What follows belongs to an exercise in optimizing a design on an open flow for small area and a short achievable clock period; a production flow would make more cautious choices.
Only simulation tests tie the RTL to the original design; equivalence was not proved.
Power and IR drop assume default switching activity.

==> flow/design.v <==
package rs_pkg;
    localparam int PR_WIDTH  = 6;
    localparam int ROB_WIDTH = 5;
    localparam int OP_WIDTH  = 4;
    localparam int AGE_WIDTH = 8;
    localparam int ALU_DEPTH = 4;
    localparam int MUL_DEPTH = 2;
    localparam int DIV_DEPTH = 2;
    localparam int NUM_CDB = 4;
    typedef enum logic [1:0] {
        unit_alu,
        unit_mul,
        unit_div
    } rs_unit_e;
    typedef struct packed {
        rs_unit_e              unit;
        logic [PR_WIDTH-1:0]   ps1;
        logic                  ps1_valid;
        logic [PR_WIDTH-1:0]   ps2;
        logic                  ps2_valid;
        logic [PR_WIDTH-1:0]   pd;
        logic [ROB_WIDTH-1:0]  rob_id;
        logic [OP_WIDTH-1:0]   op;
        logic [AGE_WIDTH-1:0]  age;
    } rs_dispatch_t;
    typedef struct packed {
        logic                  busy;
        logic [PR_WIDTH-1:0]   ps1;
        logic                  ps1_valid;
        logic [PR_WIDTH-1:0]   ps2;
        logic                  ps2_valid;
        logic [PR_WIDTH-1:0]   pd;
        logic [ROB_WIDTH-1:0]  rob_id;
        logic [OP_WIDTH-1:0]   op;
        logic [AGE_WIDTH-1:0]  age;
    } rs_entry_t;
    typedef struct packed {
        logic [PR_WIDTH-1:0]   ps1;
        logic [PR_WIDTH-1:0]   ps2;
        logic [PR_WIDTH-1:0]   pd;
        logic [ROB_WIDTH-1:0]  rob_id;
        logic [OP_WIDTH-1:0]   op;
    } rs_issue_t;
    typedef struct packed {
        logic                  valid;
        logic [PR_WIDTH-1:0]   pd;
    } cdb_t;
endpackage
module rs_wakeup (
    input  logic [5:0]  tag,
    input  logic [3:0]  cdb_valid,
    input  logic [23:0] cdb_pd,
    output logic        hit
);
    always_comb begin
        hit = 1'b0;
        for (int b = 0; b < 4; b++) begin
            hit = hit | (cdb_valid[b] && tag == cdb_pd[6*b +: 6]);
        end
    end
endmodule
module rs_station #(
    parameter int DEPTH        = 4,
    parameter bit OLDEST_FIRST = 1'b1
) (
    input  logic         clk,
    input  logic         kill,         
    input  logic         flush,
    input  logic         write,
    input  logic [5:0]   d_ps1,
    input  logic         d_ps1_rdy,    
    input  logic [5:0]   d_ps2,
    input  logic         d_ps2_rdy,
    input  logic [14:0]  d_rest,       
    input  logic [7:0]   d_age,
    input  logic [3:0]   cdb_valid,
    input  logic [23:0]  cdb_pd,
    input  logic         ready,
    output logic         issue_valid,
    output logic [26:0]  issue,
    output logic         full
);
    logic [DEPTH-1:0]        busy;
    logic [DEPTH-1:0][5:0]   ps1;
    logic [DEPTH-1:0][5:0]   ps2;
    logic [DEPTH-1:0]        v1;
    logic [DEPTH-1:0]        v2;
    logic [DEPTH-1:0][14:0]  rest;
    logic [DEPTH-1:0]        sel;
    logic [DEPTH-1:0]        hit1;
    logic [DEPTH-1:0]        hit2;
    logic [DEPTH-1:0]        alloc;
    logic [DEPTH-1:0]        busy_n;
    logic [DEPTH-1:0]        v1_n;
    logic [DEPTH-1:0]        v2_n;
    logic [DEPTH-1:0]        rdy_n;
    logic [DEPTH-1:0]        sel_n;
    logic [DEPTH*8-1:0]      age;
    logic [DEPTH*DEPTH-1:0]  older;
    logic [DEPTH*DEPTH-1:0]  older_n;
    for (genvar i = 0; i < DEPTH; i++) begin : g_wake
        rs_wakeup i_w1 (.tag(ps1[i]), .cdb_valid(cdb_valid), .cdb_pd(cdb_pd), .hit(hit1[i]));
        rs_wakeup i_w2 (.tag(ps2[i]), .cdb_valid(cdb_valid), .cdb_pd(cdb_pd), .hit(hit2[i]));
    end
    assign full        = &busy;
    assign issue_valid = (|sel) && ready && !flush;
    for (genvar i = 0; i < DEPTH; i++) begin : g_alloc
        if (i == 0) begin : g_first
            assign alloc[i] = !busy[i];
        end else begin : g_rest
            assign alloc[i] = !busy[i] & (&busy[i-1:0]);
        end
    end
    always_comb begin
        if (kill) begin
            busy_n = '0;
        end else begin
            busy_n = (busy & ~(sel & {DEPTH{ready}})) | (alloc & {DEPTH{write}});
        end
        for (int i = 0; i < DEPTH; i++) begin
            v1_n[i] = busy[i] ? (v1[i] | hit1[i]) : d_ps1_rdy;
            v2_n[i] = busy[i] ? (v2[i] | hit2[i]) : d_ps2_rdy;
        end
        rdy_n = busy_n & v1_n & v2_n;
    end
    if (OLDEST_FIRST) begin : g_age
        logic [DEPTH-1:0] beats;
        for (genvar k = 0; k < DEPTH; k++) begin : g_cmp
            logic tie;
            if (k == 0) begin : g_first
                assign tie = 1'b0;
            end else begin : g_rest
                assign tie = !(&busy[k-1:0]);
            end
            rs_age_cmp i_cmp (.a(d_age), .b(age[8*k +: 8]), .tie(tie), .lt(beats[k]));
        end
        for (genvar i = 0; i < DEPTH; i++) begin : g_row
            always_ff @(posedge clk) begin
                if (!busy[i]) begin
                    age[8*i +: 8] <= d_age;
                end
            end
            for (genvar j = i + 1; j < DEPTH; j++) begin : g_pair
                assign older_n[i*DEPTH+j] = !busy[i] ? beats[j] :
                                            !busy[j] ? !beats[i] : older[i*DEPTH+j];
                always_ff @(posedge clk) begin
                    older[i*DEPTH+j] <= older_n[i*DEPTH+j];
                end
            end
        end
        for (genvar i = 0; i < DEPTH; i++) begin : g_sel
            logic [DEPTH-1:0] wins;
            for (genvar j = 0; j < DEPTH; j++) begin : g_w
                if (j < i) begin : g_lo
                    assign wins[j] = !rdy_n[j] | !older_n[j*DEPTH+i];
                end else if (j > i) begin : g_hi
                    assign wins[j] = !rdy_n[j] | older_n[i*DEPTH+j];
                end else begin : g_self
                    assign wins[j] = rdy_n[i];
                end
            end
            assign sel_n[i] = &wins;
        end
    end else begin : g_index
        for (genvar i = 0; i < DEPTH; i++) begin : g_sel
            if (i == 0) begin : g_first
                assign sel_n[i] = rdy_n[i];
            end else begin : g_rest
                assign sel_n[i] = rdy_n[i] & ~|rdy_n[i-1:0];
            end
        end
    end
    always_comb begin
        issue = '0;
        for (int i = 0; i < DEPTH; i++) begin
            issue = issue | ({27{sel[i]}} & {ps1[i], ps2[i], rest[i]});
        end
    end
    always_ff @(posedge clk) begin
        for (int i = 0; i < DEPTH; i++) begin
            if (!busy[i]) begin
                ps1[i]  <= d_ps1;
                ps2[i]  <= d_ps2;
                rest[i] <= d_rest;
            end
        end
        v1      <= v1_n;
        v2      <= v2_n;
        busy    <= busy_n;
        sel     <= sel_n;
    end
endmodule
module rs_age_cmp (
    input  logic [7:0] a,
    input  logic [7:0] b,
    input  logic       tie,
    output logic       lt
);
    always_comb begin
        lt = tie;
        for (int i = 0; i < 8; i++) begin
            lt = (a[i] ^ b[i]) ? b[i] : lt;
        end
    end
endmodule
module rs_cluster (
    input  logic         clk,
    input  logic         reset,
    input  logic         flush,
    input  logic         dispatch_valid,
    input  logic [1:0]   dispatch_unit,
    input  logic [5:0]   dispatch_ps1,
    input  logic         dispatch_ps1_valid,
    input  logic [5:0]   dispatch_ps2,
    input  logic         dispatch_ps2_valid,
    input  logic [5:0]   dispatch_pd,
    input  logic [4:0]   dispatch_rob_id,
    input  logic [3:0]   dispatch_op,
    input  logic [7:0]   dispatch_age,
    input  logic [3:0]   cdb_valid,
    input  logic [23:0]  cdb_pd,
    input  logic         alu_ready,
    input  logic         mul_ready,
    input  logic         div_ready,
    output logic         alu_issue_valid,
    output logic         mul_issue_valid,
    output logic         div_issue_valid,
    output logic [26:0]  alu_issue,
    output logic [26:0]  mul_issue,
    output logic [26:0]  div_issue,
    output logic         alu_full,
    output logic         mul_full,
    output logic         div_full
);
    logic        kill;
    logic        in_hit1;
    logic        in_hit2;
    logic        d_ps1_rdy;
    logic        d_ps2_rdy;
    logic [14:0] d_rest;
    assign kill   = reset | flush;
    assign d_rest = {dispatch_pd, dispatch_rob_id, dispatch_op};
    rs_wakeup i_in1 (.tag(dispatch_ps1), .cdb_valid(cdb_valid), .cdb_pd(cdb_pd), .hit(in_hit1));
    rs_wakeup i_in2 (.tag(dispatch_ps2), .cdb_valid(cdb_valid), .cdb_pd(cdb_pd), .hit(in_hit2));
    assign d_ps1_rdy = dispatch_ps1_valid | in_hit1;
    assign d_ps2_rdy = dispatch_ps2_valid | in_hit2;
    rs_station #(.DEPTH(4), .OLDEST_FIRST(1'b1)) i_alu_station (
        .clk(clk), .kill(kill), .flush(flush),
        .write(dispatch_valid && dispatch_unit == 2'd0),
        .d_ps1(dispatch_ps1), .d_ps1_rdy(d_ps1_rdy),
        .d_ps2(dispatch_ps2), .d_ps2_rdy(d_ps2_rdy),
        .d_rest(d_rest), .d_age(dispatch_age),
        .cdb_valid(cdb_valid), .cdb_pd(cdb_pd),
        .ready(alu_ready),
        .issue_valid(alu_issue_valid), .issue(alu_issue), .full(alu_full)
    );
    rs_station #(.DEPTH(2), .OLDEST_FIRST(1'b0)) i_mul_station (
        .clk(clk), .kill(kill), .flush(flush),
        .write(dispatch_valid && dispatch_unit == 2'd1),
        .d_ps1(dispatch_ps1), .d_ps1_rdy(d_ps1_rdy),
        .d_ps2(dispatch_ps2), .d_ps2_rdy(d_ps2_rdy),
        .d_rest(d_rest), .d_age(dispatch_age),
        .cdb_valid(cdb_valid), .cdb_pd(cdb_pd),
        .ready(mul_ready),
        .issue_valid(mul_issue_valid), .issue(mul_issue), .full(mul_full)
    );
    rs_station #(.DEPTH(2), .OLDEST_FIRST(1'b0)) i_div_station (
        .clk(clk), .kill(kill), .flush(flush),
        .write(dispatch_valid && dispatch_unit == 2'd2),
        .d_ps1(dispatch_ps1), .d_ps1_rdy(d_ps1_rdy),
        .d_ps2(dispatch_ps2), .d_ps2_rdy(d_ps2_rdy),
        .d_rest(d_rest), .d_age(dispatch_age),
        .cdb_valid(cdb_valid), .cdb_pd(cdb_pd),
        .ready(div_ready),
        .issue_valid(div_issue_valid), .issue(div_issue), .full(div_full)
    );
endmodule
export LEC_CHECK = 0
export CAP_MARGIN = 20
export CORE_MARGIN = 2
export CORE_UTILIZATION = 65
export PLACE_DENSITY = 0.75
export SLEW_MARGIN = 20
create_clock -name core_clock -period 9.0 [get_ports {clk}]
standard.sh (not shown) runs the stock make flow with config.mk's settings and CLKGATE_MAP_FILE= SYNTH_SCRIPT=/design/flow/synth_recipe.tcl, a recipe that flattens the netlist after the stock synthesis.
==> flow/flow/run.sh <==
#!/bin/bash
# The standard layout, with plain buf_1 cells as the port buffers, a clock
# tree without dummy loads, the ready/flush/issue_valid ports side by side, and
# timing repair aimed past the clock period (the clock itself stays 9 ns).
set -euo pipefail
export SETUP_SLACK_MARGIN=5.3
export BUFFER_PORTS_ARGS="-buffer_cell sky130_fd_sc_hd__buf_1"
export CTS_ARGS="-sink_clustering_enable -repair_clock_nets -dont_use_dummy_load -sink_clustering_size 24 -sink_clustering_max_diameter 150 -buf_list {sky130_fd_sc_hd__clkbuf_8 sky130_fd_sc_hd__clkbuf_16}"
export PRE_IO_PLACEMENT_TCL="$(pwd)/flow/io.tcl"
bash standard.sh > standard_flow.log 2>&1
==> flow/flow/io.tcl <==
# Keep the ports of the paths from inputs straight to outputs (unit ready and
# flush to issue_valid) next to each other.
set_io_pin_constraint -group -order -pin_names {alu_issue_valid alu_ready flush mul_ready mul_issue_valid div_ready div_issue_valid}
The baseline finished with timing, DRC and antenna clean.
Next try:
==> flow/flow/run.sh (replaced) <==
#!/bin/bash
# The standard layout, with plain buf_1 cells as the port buffers, a clock
# tree without dummy loads and the ready/flush/issue_valid ports side by side.
set -euo pipefail
export BUFFER_PORTS_ARGS="-buffer_cell sky130_fd_sc_hd__buf_1"
export CTS_ARGS="-sink_clustering_enable -repair_clock_nets -dont_use_dummy_load -sink_clustering_size 14 -sink_clustering_max_diameter 100 -buf_list {sky130_fd_sc_hd__clkbuf_8}"
export PRE_IO_PLACEMENT_TCL="$(pwd)/flow/io.tcl"
bash standard.sh > standard_flow.log 2>&1
Settings changed: SETUP_SLACK_MARGIN from default to 5.0.
Effect: Routed wire length came out lower by about 0.4%; count of clock-buffer cells in the layout came out higher by 9; sequential share of layout area came out higher by 0.42 points; setup slack is better by 0.056 ns.

v15:
Starts from the design.v that is shown in full above.
clock: 9.0 ns
lec_check: 0
cap_margin: 20
core_margin: 2
core_utilization: 65
place_density: 0.75
setup_slack_margin: 5.0
slew_margin: 20
==> flow/flow/run.sh <==
#!/bin/bash
# The standard layout, with plain buf_1 cells as the port buffers, a clock
# tree without dummy loads and the ready/flush/issue_valid ports side by side.
set -euo pipefail
export GPL_KEEP_OVERFLOW=0
export BUFFER_PORTS_ARGS="-buffer_cell sky130_fd_sc_hd__buf_1"
export CTS_ARGS="-sink_clustering_enable -repair_clock_nets -dont_use_dummy_load -sink_clustering_size 14 -sink_clustering_max_diameter 100 -buf_list {sky130_fd_sc_hd__clkbuf_8}"
export PRE_IO_PLACEMENT_TCL="$(pwd)/flow/io.tcl"
bash standard.sh > standard_flow.log 2>&1
Scripts as last shown in full above: flow/flow/io.tcl
Edits applied to the flow inputs when going from v15 to v53:
==> flow/flow/run.sh <==
#!/bin/bash
# The standard layout, with plain buf_1 cells as the port buffers, a clock
# tree without dummy loads and the ready/flush/issue_valid ports side by side.
set -euo pipefail
export BUFFER_PORTS_ARGS="-buffer_cell sky130_fd_sc_hd__buf_1"
export CTS_ARGS="-sink_clustering_enable -repair_clock_nets -dont_use_dummy_load -sink_clustering_size 24 -sink_clustering_max_diameter 150 -buf_list {sky130_fd_sc_hd__clkbuf_8 sky130_fd_sc_hd__clkbuf_16}"
export PRE_IO_PLACEMENT_TCL="$(pwd)/flow/io.tcl"
bash standard.sh > standard_flow.log 2>&1
Compared with v15, v53 degrades design area. Going from v15 to v53, power in the clock group shows an increase of 6.7%, number of fillers in the final layout went down 1.0%, sequential share of cell area went down 0.67 points, utilization of the core after routing rose 0.88 points, post-CTS resize count lower. Sort v15 and v53 by setup slack, descending, and v15 comes first.
#### Input delta (v37 over v53)
# v53
export LEC_CHECK = 0
export CAP_MARGIN = 20
export CORE_MARGIN = 2
export CORE_UTILIZATION = 65
export PLACE_DENSITY = 0.75
export SETUP_SLACK_MARGIN = 5.0
export SLEW_MARGIN = 20
create_clock -name core_clock -period 9.0 [get_ports {clk}]
# v37
export LEC_CHECK = 0
export CAP_MARGIN = 20
export CORE_MARGIN = 2
export CORE_UTILIZATION = 65
export PLACE_DENSITY = 0.9
export SLEW_MARGIN = 20
create_clock -name core_clock -period 9.0 [get_ports {clk}]
==> flow/flow/run.sh <==
#!/bin/bash
# The standard layout, with plain buf_1 cells as the port buffers, a clock
# tree without dummy loads and the ready/flush/issue_valid ports side by side.
set -euo pipefail
export GPL_KEEP_OVERFLOW=0
export SETUP_SLACK_MARGIN=5.15
export BUFFER_PORTS_ARGS="-buffer_cell sky130_fd_sc_hd__buf_1"
export CTS_ARGS="-sink_clustering_enable -repair_clock_nets -dont_use_dummy_load -sink_clustering_size 14 -sink_clustering_max_diameter 100 -buf_list {sky130_fd_sc_hd__clkbuf_8}"
export PRE_IO_PLACEMENT_TCL="$(pwd)/flow/io.tcl"
bash standard.sh > standard_flow.log 2>&1
==> comparison <==
- The cell count number comes out lower for v37 vs v53.
- v53 → v37: post-synthesis to final-layout area growth -1.1 points, total of plain and repair buffers excluding clock buffers fell by about 20%.
- Going from v53 to v37, total power shows a reduction of 1.6%, total global routing track utilization went up 0.20 points.
- Horizontal die dimension across v37 and v53: no real change.
- Comparing setup slack after layout for v37 and v53, the bigger number came from v53.
- [v37] final cell area excluding filler cells fell about 1% relative to v53
diff inputs: v37 => v21
# v37
export LEC_CHECK = 0
export CAP_MARGIN = 20
export CORE_MARGIN = 2
export CORE_UTILIZATION = 65
export PLACE_DENSITY = 0.9
export SLEW_MARGIN = 20
create_clock -name core_clock -period 9.0 [get_ports {clk}]
# v21
export LEC_CHECK = 0
export CAP_MARGIN = 20
export CORE_MARGIN = 2
export CORE_UTILIZATION = 65
export PLACE_DENSITY = 0.9
export SETUP_SLACK_MARGIN = 5.0
export SLEW_MARGIN = 20
create_clock -name core_clock -period 9.0 [get_ports {clk}]
--- a/flow/flow/run.sh
+++ b/flow/flow/run.sh
@@ -3,6 +3,4 @@
 # tree without dummy loads and the ready/flush/issue_valid ports side by side.
 set -euo pipefail
-export GPL_KEEP_OVERFLOW=0
-export SETUP_SLACK_MARGIN=5.15
 export BUFFER_PORTS_ARGS="-buffer_cell sky130_fd_sc_hd__buf_1"
 export CTS_ARGS="-sink_clustering_enable -repair_clock_nets -dont_use_dummy_load -sink_clustering_size 14 -sink_clustering_max_diameter 100 -buf_list {sky130_fd_sc_hd__clkbuf_8}"
Findings:
Against v37, v21 comes in 26 ps higher on worst setup margin. Proportion of cell area occupied by registers, v21 and v37: larger value in v37. Between v37 and v21, the flow reports number of cells in the finished layout apart from fillers increasing by a few percent. On routed wire length, v21 and v37 are basically level. Summary of v21 over v37: total power barely changed, met1 routing resource usage after global routing climbed 0.34 points. Between v37 and v21, the flow reports number of global-route vias before repair increasing slightly. Any difference in power spent charging and discharging nets between v21 and v37 is small enough to ignore.

==> port drivers added, routing unchanged <==
Ports are ideal in the flow. The routed layouts listed here were re-timed in OpenROAD. Step 1 sets driving cells, clkbuf_16 on the clock port and buf_2 on the other inputs (assumed; they add their load-dependent delay and slew). Step 2 adds t to the input delays and takes it off the output delays; t is the mean of the earliest and latest rising clock arrival at the registers after step 1. Input paths then give back, and output paths get back, about the clock's delay inside the block. Three values: no drivers, after step 1, after step 2; two values: the first two.
run	shift t [ns]	slack for setup (ns)	pins driven straight from the clock port
the first run of note 1	0.543	4.959 / 4.902 / 4.832	1
the second run of note 1	0.577	5.015 / 4.971 / 4.600	1
v15	0.598	5.000 / 4.961 / 4.444	1
v53	0.534	4.994 / 4.954 / 4.563	1
v37	0.590	4.932 / 4.886 / 4.514	1
v21	0.611	4.958 / 4.914 / 4.504	1
After both steps every run listed still meets setup and hold. For v15, which loses most, drivers alone change the setup slack by -0.039 ns; drivers and shift together by -0.556 ns.
